From an optimization exercise on the open Yosys and OpenROAD flow, aimed at small area, a short achievable clock period and few clock cycles per item; shortcuts taken in it are not production practice.

==> inputs of run E <==
Design ycbcr420_to_rgb_flip_core, start of the top module:
module ycbcr420_to_rgb_flip_core
#(
	parameter int MAX_WIDTH  = 2048,
	parameter int MAX_HEIGHT = 2048
) (
	input  logic        clk,
	input  logic        arst_n,
	input  logic        wr_en,
	input  logic [1:0]  wr_index,
	input  logic [12:0] wr_data,
	input  logic        s_tvalid,
	output logic        s_tready,
	input  logic [47:0] s_tdata,
	output logic        m_tvalid,
	input  logic        m_tready,
	output logic [71:0] m_tdata,
	output logic        m_tlast,
	output logic        m_tuser
);
clock: 11.0 ns
lec_check: 0
cap_margin: 20
core_margin: 2
core_utilization: 40
cts_buf_list: sky130_fd_sc_hd__clkbuf_8
slew_margin: 20
standard.sh (not shown) runs the stock make flow with config.mk's settings and CLKGATE_MAP_FILE= SYNTH_SCRIPT=/design/flow/synth_recipe.tcl, a recipe that flattens the netlist after the stock synthesis.
==> flow/flow/run.sh <==
#!/bin/bash
# The standard layout, with repair_timing aiming below the clock period
# (setup margin) so the critical paths are sized and buffered, and the port
# buffers made from the smallest buffer cell (repair sizes them up as needed).
set -euo pipefail
bash standard.sh SETUP_SLACK_MARGIN=7.0 "BUFFER_PORTS_ARGS=-buffer_cell sky130_fd_sc_hd__buf_1" finish > make.log 2>&1
==> run Z (differences from run E) <==
--- a/flow/design.v
+++ b/flow/design.v
@@ -461,42 +461,14 @@
 	logic [9:0]  kmul;
 	logic [15:0] kmul_x;
 	logic [23:0] badd_a;
 	logic [23:0] badd_b;
 	logic [23:0] badd;
 	logic        row_step;
 	logic        wr_geo;
-	function automatic logic ge10(input logic [9:0] a, input logic [9:0] b);
-		logic c;
-		c = 1'b1;
-		for (int i = 0; i < 10; i++) begin
-			c = (a[i] & ~b[i]) | ((a[i] | ~b[i]) & c);
-		end
-		ge10 = c;
-	endfunction
-	function automatic logic [9:0] inc10(input logic [9:0] a);
-		logic c;
-		c = 1'b1;
-		for (int i = 0; i < 10; i++) begin
-			inc10[i] = a[i] ^ c;
-			c        = a[i] & c;
-		end
-	endfunction
-	function automatic logic [9:0] sub10(input logic [9:0] a, input logic [9:0] b);
-		logic c;
-		c = 1'b1;
-		for (int i = 0; i < 10; i++) begin
-			sub10[i] = a[i] ^ ~b[i] ^ c;
-			c        = (a[i] & ~b[i]) | ((a[i] | ~b[i]) & c);
-		end
-	endfunction
-	logic [9:0] col_p1;
-	logic [9:0] row_p1;
-	assign col_p1 = inc10(col);
-	assign row_p1 = inc10(row);
 	always_comb begin
 		if (wr_data[10:0] == 11'd0) begin
 			wr_max = 10'd0;
 		end else if (wr_data[10]) begin
 			wr_max = 10'd1023;
 		end else begin
 			wr_max = wr_data[9:0] - 10'd1;
@@ -515,25 +487,25 @@
 				2'd2: stride <= wr_data;
 				default: ;
 			endcase
 		end
 	end
 	assign row_step = ld_lo && lc_q && !lr_q;
 	assign clamp    = !bvalid && !wr_q && !wr_geo;
-	assign lc_adv   = lc_q ? (cm == 10'd0) : ge10(col_p1, cm);
-	assign lr_adv   = lc_q ? (lr_q ? (rm == 10'd0) : ge10(row_p1, rm)) : lr_q;
+	assign lc_adv   = lc_q ? (cm == 10'd0) : (col + 10'd1 >= cm);
+	assign lr_adv   = lc_q ? (lr_q ? (rm == 10'd0) : (row + 10'd1 >= rm)) : lr_q;
 	always_comb begin
 		col_n = col;
 		row_n = row;
 		if (ld_lo) begin
 			if (lc_q) begin
 				col_n = 10'd0;
-				row_n = lr_q ? 10'd0 : row_p1;
+				row_n = lr_q ? 10'd0 : row + 10'd1;
 			end else begin
-				col_n = col_p1;
+				col_n = col + 10'd1;
 			end
 		end else if (clamp) begin
 			if (lc_q) begin
 				col_n = cm;
 			end
 			if (lr_q) begin
 				row_n = rm;
@@ -551,22 +523,22 @@
 		end else begin
 			col   <= col_n;
 			row   <= row_n;
 			if (ld_lo) begin
 				lc_q <= lc_adv;
 				lr_q <= lr_adv;
 			end else begin
-				lc_q <= (clamp && lc_q) || ge10(col, cm);
-				lr_q <= (clamp && lr_q) || ge10(row, rm);
+				lc_q <= (col_n >= cm);
+				lr_q <= (row_n >= rm);
 			end
 			lr_q2 <= lr_q;
 			wr_q  <= wr_geo;
 		end
 	end
-	assign kmul   = lr_q ? rm : sub10(rm, row);
+	assign kmul   = lr_q ? rm : (rm - row);
 	assign kmul_x = {6'd0, kmul};
 	assign bstart = st_q || wr_q || (lr_q && !lr_q2);
 	assign badd_a = bvalid ? base : {base[22:0], 1'b0};
 	assign badd_b = bvalid ? ~(24'({stride, 1'b0})) : (kbit_q ? 24'({stride, 1'b0}) : 24'd0);
 	assign badd   = badd_a + badd_b + 24'(bvalid);
 	always_ff @(posedge clk or negedge arst_n) begin
 		if (!arst_n) begin
==> flow/flow/run.sh (replaced) <==
#!/bin/bash
# The standard layout, with repair_timing aiming below the clock period
# (setup margin) so the critical paths are sized and buffered.
set -euo pipefail
bash standard.sh SETUP_SLACK_MARGIN=7.5 finish > make.log 2>&1
CTS_BUF_LIST = unset   (was sky130_fd_sc_hd__clkbuf_8)
==> run M (differences from run E) <==
--- a/flow/design.v
+++ b/flow/design.v
@@ -461,42 +461,14 @@
 	logic [9:0]  kmul;
 	logic [15:0] kmul_x;
 	logic [23:0] badd_a;
 	logic [23:0] badd_b;
 	logic [23:0] badd;
 	logic        row_step;
 	logic        wr_geo;
-	function automatic logic ge10(input logic [9:0] a, input logic [9:0] b);
-		logic c;
-		c = 1'b1;
-		for (int i = 0; i < 10; i++) begin
-			c = (a[i] & ~b[i]) | ((a[i] | ~b[i]) & c);
-		end
-		ge10 = c;
-	endfunction
-	function automatic logic [9:0] inc10(input logic [9:0] a);
-		logic c;
-		c = 1'b1;
-		for (int i = 0; i < 10; i++) begin
-			inc10[i] = a[i] ^ c;
-			c        = a[i] & c;
-		end
-	endfunction
-	function automatic logic [9:0] sub10(input logic [9:0] a, input logic [9:0] b);
-		logic c;
-		c = 1'b1;
-		for (int i = 0; i < 10; i++) begin
-			sub10[i] = a[i] ^ ~b[i] ^ c;
-			c        = (a[i] & ~b[i]) | ((a[i] | ~b[i]) & c);
-		end
-	endfunction
-	logic [9:0] col_p1;
-	logic [9:0] row_p1;
-	assign col_p1 = inc10(col);
-	assign row_p1 = inc10(row);
 	always_comb begin
 		if (wr_data[10:0] == 11'd0) begin
 			wr_max = 10'd0;
 		end else if (wr_data[10]) begin
 			wr_max = 10'd1023;
 		end else begin
 			wr_max = wr_data[9:0] - 10'd1;
@@ -515,25 +487,25 @@
 				2'd2: stride <= wr_data;
 				default: ;
 			endcase
 		end
 	end
 	assign row_step = ld_lo && lc_q && !lr_q;
 	assign clamp    = !bvalid && !wr_q && !wr_geo;
-	assign lc_adv   = lc_q ? (cm == 10'd0) : ge10(col_p1, cm);
-	assign lr_adv   = lc_q ? (lr_q ? (rm == 10'd0) : ge10(row_p1, rm)) : lr_q;
+	assign lc_adv   = lc_q ? (cm == 10'd0) : (col + 10'd1 >= cm);
+	assign lr_adv   = lc_q ? (lr_q ? (rm == 10'd0) : (row + 10'd1 >= rm)) : lr_q;
 	always_comb begin
 		col_n = col;
 		row_n = row;
 		if (ld_lo) begin
 			if (lc_q) begin
 				col_n = 10'd0;
-				row_n = lr_q ? 10'd0 : row_p1;
+				row_n = lr_q ? 10'd0 : row + 10'd1;
 			end else begin
-				col_n = col_p1;
+				col_n = col + 10'd1;
 			end
 		end else if (clamp) begin
 			if (lc_q) begin
 				col_n = cm;
 			end
 			if (lr_q) begin
 				row_n = rm;
@@ -551,22 +523,22 @@
 		end else begin
 			col   <= col_n;
 			row   <= row_n;
 			if (ld_lo) begin
 				lc_q <= lc_adv;
 				lr_q <= lr_adv;
 			end else begin
-				lc_q <= (clamp && lc_q) || ge10(col, cm);
-				lr_q <= (clamp && lr_q) || ge10(row, rm);
+				lc_q <= (col_n >= cm);
+				lr_q <= (row_n >= rm);
 			end
 			lr_q2 <= lr_q;
 			wr_q  <= wr_geo;
 		end
 	end
-	assign kmul   = lr_q ? rm : sub10(rm, row);
+	assign kmul   = lr_q ? rm : (rm - row);
 	assign kmul_x = {6'd0, kmul};
 	assign bstart = st_q || wr_q || (lr_q && !lr_q2);
 	assign badd_a = bvalid ? base : {base[22:0], 1'b0};
 	assign badd_b = bvalid ? ~(24'({stride, 1'b0})) : (kbit_q ? 24'({stride, 1'b0}) : 24'd0);
 	assign badd   = badd_a + badd_b + 24'(bvalid);
 	always_ff @(posedge clk or negedge arst_n) begin
 		if (!arst_n) begin
==> flow/flow/run.sh (replaced) <==
#!/bin/bash
# The standard layout, with repair_timing aiming below the clock period
# (setup margin) so the critical paths are sized and buffered.
set -euo pipefail
bash standard.sh SETUP_SLACK_MARGIN=7.0 finish > make.log 2>&1
CTS_BUF_LIST = unset   (was sky130_fd_sc_hd__clkbuf_8)
==> metrics.md <==
| Metric | Value |
|---|---|
| CP cell instances | inv_2 -> ha_4 -> inv_2 -> fa_2 -> fa_2 -> fa_2 -> fa_2 -> fa_2 -> fa_2 -> inv_2 -> fa_2 -> fa_1 -> mux4_2 -> o41a_1 -> nor2_1 |
| Post-DP HPWL | 40250 um |
| Outcome | timing/DRC/antenna clean |
| Clock Skews | 0.06105 ns |
| Post-Synth XOR/XNOR Area | 4.227% |
| Largest net degree at the start of global routing | 70 |
| CORE AREA | 52450 um2 |
| Final period util | 38.32% |
| Synth Cell Area | 21140 um2 |
| Critical path's top delay family | adder cells |
Source of the figures above: run E

==> metrics.md <==
| Metric | Value |
|---|---|
| Clock Skews | 0.01504 ns |
| Most frequent CP cell | a21o_1 |
| Largest net degree at the start of global routing | 70 |
| Synth Cell Area | 21590 um2 |
| DRT antenna net count | 0 |
| CORE AREA | 53600 um2 |
| CP Launch Point | wr_en |
| Post-Synth XOR/XNOR Area | 5.151% |
| Critical path's top delay family | compound AO/OA/AOI/OAI gates |
| Outcome | timing/DRC/antenna clean |
| CP cell instances | buf_8 -> a21boi_4 -> or3_4 -> nor2_4 -> a22oi_2 -> o22ai_2 -> inv_1 -> ha_1 -> nand2b_4 -> a21o_1 -> a21o_1 -> a21o_1 -> a21o_1 -> a2111oi_4 -> nor4b_2 -> o21ai_1 -> a2bb2oi_1 |
| Final period util | 41.87% |
Source of the figures above: run Z

==> metrics.md <==
| Metric | Value |
|---|---|
| Outcome | timing/DRC/antenna clean |
| First-pass DRT Iterations | 8 |
| Critical path's top delay family | compound AO/OA/AOI/OAI gates |
| Synth Cell Area | 21590 um2 |
| CORE AREA | 53600 um2 |
| Post-Synth XOR/XNOR Area | 5.151% |
| Post-DP HPWL | 42460 um |
| Sequential area share after synthesis | 33.79% |
| CP cell instances | clkbuf_2 -> nand2b_4 -> and3b_2 -> buf_12 -> nor3_4 -> nor2_4 -> buf_6 -> a222oi_1 -> inv_1 -> ha_1 -> a21o_1 -> a21o_1 -> a21oi_2 -> nor2b_1 -> o21ai_1 -> a21oi_1 -> o2111ai_1 -> o211ai_1 |
| Area-dominant class | multi-input combinational cells |
| Final period util | 41.52% |
| Clock Skews | 0.02993 ns |
Source of the figures above: run M

No run of this note included a check of the RTL's function; only the layout flow was run.

---

==> inputs of umber <==
Another version of the RTL of ycbcr420_to_rgb_flip_core (not shown whole).
Settings: LEC_CHECK=0, CAP_MARGIN=20, CORE_MARGIN=2, CORE_UTILIZATION=40, SLEW_MARGIN=20; clock period 11.0 ns.
run.sh (not shown) runs the stock make flow with config.mk's settings and CLKGATE_MAP_FILE= SYNTH_SCRIPT=/design/flow/synth_recipe.tcl, a recipe that flattens the netlist after the stock synthesis.
Stock flow here: none of the scripts above is used.
==> inputs of maple, as changes to umber <==
--- a/flow/design.v
+++ b/flow/design.v
@@ -333,19 +333,23 @@
 	logic        olast;     
 	logic        addr_ok;
 	logic        adv;       
 	logic        r1_free;
 	logic        ld1;
 	logic        ld_lo;
+	logic        rdy_a;
+	logic        rdy_b;
 	assign adv      = v2 && (!ov || m_tready) && addr_ok;
 	assign r2_free  = !v2 || adv;
 	assign ld2      = v1 && r2_free;
 	assign r1_free  = !v1 || ld2;
 	assign ld1      = s_tvalid && r1_free;
-	assign s_tready = ph && r1_free;
 	assign ld_lo    = adv && !olast;
+	assign rdy_a    = ph && (!v1 || !v2 || (addr_ok && !ov));
+	assign rdy_b    = ph && addr_ok;
+	assign s_tready = rdy_a || (rdy_b && m_tready);
 	always_ff @(posedge clk or negedge arst_n) begin
 		if (!arst_n) begin
 			ph    <= 1'b0;
 			v1    <= 1'b0;
 			v2    <= 1'b0;
 			ov    <= 1'b0;
@@ -416,122 +420,146 @@
 			c        = (a[i] & b[i]) | (c & (a[i] ^ b[i]));
 		end
 	endfunction
 	logic [9:0]  cm;        
 	logic [9:0]  rm;        
 	logic [12:0] stride;
-	logic [9:0]  col;
-	logic [9:0]  row;
+	logic [9:0]  col;       
+	logic [9:0]  row;       
+	logic        lc_q;      
+	logic        lr_q;      
+	logic        lr_q2;
 	logic [23:0] base;      
 	logic        bvalid;
 	logic        bstart;
 	logic [3:0]  bcnt;
-	logic        lr_q;
+	logic        kbit_q;
 	logic        st_q;
 	logic [9:0]  wr_max;
-	logic        last_col;
-	logic        last_row;
-	logic [9:0]  c_eff;
-	logic [9:0]  r_eff;
+	logic [9:0]  cm_n;
+	logic [9:0]  rm_n;
+	logic [9:0]  col_n;
+	logic [9:0]  row_n;
 	logic [9:0]  kmul;
-	logic        kbit;
+	logic [15:0] kmul_x;
 	logic [23:0] badd_a;
 	logic [23:0] badd_b;
 	logic [23:0] badd;
 	logic        row_step;
+	logic        wr_geo;
 	always_comb begin
 		if (wr_data[10:0] == 11'd0) begin
 			wr_max = 10'd0;
 		end else if (wr_data[10]) begin
 			wr_max = 10'd1023;
 		end else begin
 			wr_max = wr_data[9:0] - 10'd1;
 		end
 	end
+	assign wr_geo = wr_en && (wr_index != 2'd3);
+	assign cm_n   = (wr_en && wr_index == 2'd0) ? wr_max : cm;
+	assign rm_n   = (wr_en && wr_index == 2'd1) ? wr_max : rm;
 	always_ff @(posedge clk or negedge arst_n) begin
 		if (!arst_n) begin
 			cm     <= ycrgb_pkg::RST_COL_MAX;
 			rm     <= ycrgb_pkg::RST_ROW_MAX;
 			stride <= ycrgb_pkg::RST_ROW_STRIDE;
-		end else if (wr_en) begin
-			case (wr_index)
-				2'd0: cm     <= wr_max;
-				2'd1: rm     <= wr_max;
-				2'd2: stride <= wr_data;
-				default: ;
-			endcase
+		end else begin
+			cm <= cm_n;
+			rm <= rm_n;
+			if (wr_en && wr_index == 2'd2) begin
+				stride <= wr_data;
+			end
 		end
 	end
-	assign last_col = (col >= cm);
-	assign last_row = (row >= rm);
-	assign c_eff    = last_col ? cm : col;
-	assign r_eff    = last_row ? rm : row;
-	assign row_step = ld_lo && last_col && !last_row;
-	always_ff @(posedge clk or negedge arst_n) begin
-		if (!arst_n) begin
-			col <= '0;
-			row <= '0;
-		end else if (ld_lo) begin
-			if (last_col) begin
-				col <= '0;
-				row <= last_row ? 10'd0 : row + 10'd1;
+	assign row_step = ld_lo && lc_q && !lr_q;
+	always_comb begin
+		col_n = col;
+		row_n = row;
+		if (ld_lo) begin
+			if (lc_q) begin
+				col_n = 10'd0;
+				row_n = lr_q ? 10'd0 : row + 10'd1;
 			end else begin
-				col <= col + 10'd1;
-				row <= r_eff;
+				col_n = col + 10'd1;
+			end
+		end else if (!bvalid) begin
+			if (lc_q) begin
+				col_n = cm;
+			end
+			if (lr_q) begin
+				row_n = rm;
 			end
 		end
 	end
-	assign kmul   = last_row ? rm : (rm - row);
-	assign kbit   = kmul[bcnt];
-	assign bstart = st_q || (wr_en && wr_index != 2'd3) || (last_row && !lr_q);
+	always_ff @(posedge clk or negedge arst_n) begin
+		if (!arst_n) begin
+			col   <= '0;
+			row   <= '0;
+			lc_q  <= 1'b0;
+			lr_q  <= 1'b0;
+			lr_q2 <= 1'b0;
+		end else begin
+			col   <= col_n;
+			row   <= row_n;
+			lc_q  <= (col_n >= cm_n);
+			lr_q  <= (row_n >= rm_n);
+			lr_q2 <= lr_q;
+		end
+	end
+	assign kmul   = lr_q ? rm : (rm - row);
+	assign kmul_x = {6'd0, kmul};
+	assign bstart = st_q || wr_geo || (lr_q && !lr_q2);
 	assign badd_a = bvalid ? base : {base[22:0], 1'b0};
-	assign badd_b = bvalid ? ~(24'({stride, 1'b0})) : (kbit ? 24'({stride, 1'b0}) : 24'd0);
+	assign badd_b = bvalid ? ~(24'({stride, 1'b0})) : (kbit_q ? 24'({stride, 1'b0}) : 24'd0);
 	assign badd   = badd_a + badd_b + 24'(bvalid);
 	always_ff @(posedge clk or negedge arst_n) begin
 		if (!arst_n) begin
 			bvalid <= 1'b0;
-			bcnt   <= 4'd9;
-			lr_q   <= 1'b0;
+			bcnt   <= 4'd10;
 			st_q   <= 1'b1;
 		end else begin
 			st_q <= 1'b0;
-			lr_q <= last_row;
 			if (bstart) begin
 				bvalid <= 1'b0;
-				bcnt   <= 4'd9;
+				bcnt   <= 4'd10;
 			end else if (!bvalid) begin
 				if (bcnt == 4'd0) begin
 					bvalid <= 1'b1;
 				end
 				bcnt <= bcnt - 4'd1;
 			end
 		end
 	end
 	always_ff @(posedge clk) begin
 		if (bstart) begin
-			base <= '0;
-		end else if (!bvalid || row_step) begin
-			base <= badd;
+			base   <= '0;
+			kbit_q <= 1'b0;
+		end else begin
+			if (!bvalid || row_step) begin
+				base <= badd;
+			end
+			kbit_q <= kmul_x[bcnt - 4'd1];
 		end
 	end
-	assign addr_ok = olast ? (bvalid || last_row) : 1'b1;
+	assign addr_ok = olast ? (bvalid || lr_q) : 1'b1;
 	logic [47:0] opix;
 	logic [23:0] ooff;
 	logic        ouser;
 	logic [23:0] up_off;
-	assign up_off = (last_row ? 24'd0 : base) + 24'({c_eff, 2'b00}) + 24'({c_eff, 1'b0});
+	assign up_off = (lr_q ? 24'd0 : base) + 24'({col, 2'b00}) + 24'({col, 1'b0});
 	always_ff @(posedge clk) begin
 		if (adv) begin
 			opix[7:0]   <= sat8(add11(11'(yy_a_q), 11'(kr_q)));
 			opix[15:8]  <= sat8(add11(11'(yy_a_q), 11'(kg_q)));
 			opix[23:16] <= sat8(add11(11'(yy_a_q), 11'(kb_q)));
 			opix[31:24] <= sat8(add11(11'(yy_b_q), 11'(kr_q)));
 			opix[39:32] <= sat8(add11(11'(yy_b_q), 11'(kg_q)));
 			opix[47:40] <= sat8(add11(11'(yy_b_q), 11'(kb_q)));
 			ooff        <= olast ? up_off : ooff + 24'(stride);
-			ouser       <= !olast && last_col && last_row;
+			ouser       <= !olast && lc_q && lr_q;
 		end
 	end
 	assign m_tvalid = ov;
 	assign m_tlast  = olast;
 	assign m_tuser  = ouser;
 	assign m_tdata  = {ooff, opix};
==> flow/flow/run.sh (new file) <==
#!/bin/bash
# The standard layout, with repair_timing aiming below the clock period
# (setup margin) so the critical paths are sized and buffered.
set -euo pipefail
bash standard.sh SETUP_SLACK_MARGIN=6.8 finish > make.log 2>&1
==> flow/standard.sh (new file) <==
#!/bin/bash
# synth_recipe.tcl (not shown) runs the flow's synth.tcl, then flattens the netlist and writes it again
# the make line also repeats each setting of config.mk as NAME=value (left out here)
make -C /OpenROAD-flow-scripts/flow DESIGN_CONFIG=/design/flow/config.mk WORK_HOME=/design/flow/orfs CLKGATE_MAP_FILE= SYNTH_SCRIPT=/design/flow/synth_recipe.tcl "${@:-finish}"
removed: flow/run.sh
==> inputs of ember, as changes to umber <==
--- a/flow/design.v
+++ b/flow/design.v
@@ -323,46 +323,37 @@
 		end else begin
 			sat8 = v[7:0];
 		end
 	endfunction
 	logic        ph;        
 	logic        v1;
-	logic        v2;
-	logic        ld2;
-	logic        r2_free;
 	logic        ov;
 	logic        olast;     
 	logic        addr_ok;
 	logic        adv;       
 	logic        r1_free;
 	logic        ld1;
 	logic        ld_lo;
-	assign adv      = v2 && (!ov || m_tready) && addr_ok;
-	assign r2_free  = !v2 || adv;
-	assign ld2      = v1 && r2_free;
-	assign r1_free  = !v1 || ld2;
+	assign adv      = v1 && (!ov || m_tready) && addr_ok;
+	assign r1_free  = !v1 || adv;
 	assign ld1      = s_tvalid && r1_free;
 	assign s_tready = ph && r1_free;
 	assign ld_lo    = adv && !olast;
 	always_ff @(posedge clk or negedge arst_n) begin
 		if (!arst_n) begin
 			ph    <= 1'b0;
 			v1    <= 1'b0;
-			v2    <= 1'b0;
 			ov    <= 1'b0;
 			olast <= 1'b1;
 		end else begin
 			if (ld1) begin
 				ph <= !ph;
 			end
 			if (r1_free) begin
 				v1 <= s_tvalid;
 			end
-			if (r2_free) begin
-				v2 <= v1;
-			end
 			if (adv) begin
 				ov    <= 1'b1;
 				olast <= !olast;
 			end else if (m_tready) begin
 				ov    <= 1'b0;
 			end
@@ -391,34 +382,12 @@
 		.cb (cb_q ^ 8'h80),
 		.cr (cr_q ^ 8'h80),
 		.kr (kr),
 		.kg (kg),
 		.kb (kb)
 	);
-	logic [8:0]        yy_a_q;
-	logic [8:0]        yy_b_q;
-	logic signed [9:0] kr_q;
-	logic signed [8:0] kg_q;
-	logic signed [9:0] kb_q;
-	always_ff @(posedge clk) begin
-		if (ld2) begin
-			yy_a_q <= yy_a;
-			yy_b_q <= yy_b;
-			kr_q   <= kr;
-			kg_q   <= kg;
-			kb_q   <= kb;
-		end
-	end
-	function automatic logic [10:0] add11(input logic [10:0] a, input logic [10:0] b);
-		logic c;
-		c = 1'b0;
-		for (int i = 0; i < 11; i++) begin
-			add11[i] = a[i] ^ b[i] ^ c;
-			c        = (a[i] & b[i]) | (c & (a[i] ^ b[i]));
-		end
-	endfunction
 	logic [9:0]  cm;        
 	logic [9:0]  rm;        
 	logic [12:0] stride;
 	logic [9:0]  col;
 	logic [9:0]  row;
 	logic [23:0] base;      
@@ -518,18 +487,18 @@
 	logic [23:0] ooff;
 	logic        ouser;
 	logic [23:0] up_off;
 	assign up_off = (last_row ? 24'd0 : base) + 24'({c_eff, 2'b00}) + 24'({c_eff, 1'b0});
 	always_ff @(posedge clk) begin
 		if (adv) begin
-			opix[7:0]   <= sat8(add11(11'(yy_a_q), 11'(kr_q)));
-			opix[15:8]  <= sat8(add11(11'(yy_a_q), 11'(kg_q)));
-			opix[23:16] <= sat8(add11(11'(yy_a_q), 11'(kb_q)));
-			opix[31:24] <= sat8(add11(11'(yy_b_q), 11'(kr_q)));
-			opix[39:32] <= sat8(add11(11'(yy_b_q), 11'(kg_q)));
-			opix[47:40] <= sat8(add11(11'(yy_b_q), 11'(kb_q)));
+			opix[7:0]   <= sat8(11'(yy_a) + 11'(kr));
+			opix[15:8]  <= sat8(11'(yy_a) + 11'(kg));
+			opix[23:16] <= sat8(11'(yy_a) + 11'(kb));
+			opix[31:24] <= sat8(11'(yy_b) + 11'(kr));
+			opix[39:32] <= sat8(11'(yy_b) + 11'(kg));
+			opix[47:40] <= sat8(11'(yy_b) + 11'(kb));
 			ooff        <= olast ? up_off : ooff + 24'(stride);
 			ouser       <= !olast && last_col && last_row;
 		end
 	end
 	assign m_tvalid = ov;
 	assign m_tlast  = olast;
==> summary.txt <==
The lowest count of clock-buffer cells in the layout belongs to ember, the highest to maple. Against ember, the via count of maple is smaller by about 5%. Against ember, the cell count of maple is smaller by 2.0%. Core utilization, lowest first: ember, umber, maple. Synthesized area: maple > umber > ember. In umber the hold slack is higher than in maple, by 0.0036 ns. Register-to-register slack: maple > umber > ember.
Function was not checked in any run of this note: the RTL went through the layout flow alone.

-- separate check: timing with driven ports --
The results above use ideal ports. As a check the final layouts listed here were re-extracted and re-timed, cells and wires unchanged.
Step 1: set_driving_cell puts a clkbuf_16 on clk and a buf_2 on each other input, an assumption about the parent block.
Step 2 also shifts input and output timing later by t, the mid clock arrival at the registers, as if the neighbouring blocks saw the same clock.
Three values: ideal, step 1, step 2; two values: the first two.
| run | t, ns | slack for setup (ns) | worst register clock-pin slew, ns |
|---|---|---|---|
| run E | 0.679 | 6.785 / 6.785 / 6.503 | 0.07 / 0.07 |
| run Z | 0.591 | 6.395 / 6.407 / 5.815 | 0.06 / 0.06 |
| run M | 0.645 | 6.433 / 6.455 / 5.810 | 0.07 / 0.07 |
| umber | 0.634 | 4.739 / 4.735 / 4.739 | 0.07 / 0.07 |
| maple | 0.627 | 5.827 / 5.792 / 5.792 | 0.06 / 0.06 |
| ember | 0.559 | 3.935 / 3.935 / 3.935 | 0.09 / 0.09 |
After both steps setup and hold are still met in every run listed. For run M, which loses most, drivers alone change the setup slack by +0.022 ns; drivers and shift together by -0.623 ns.
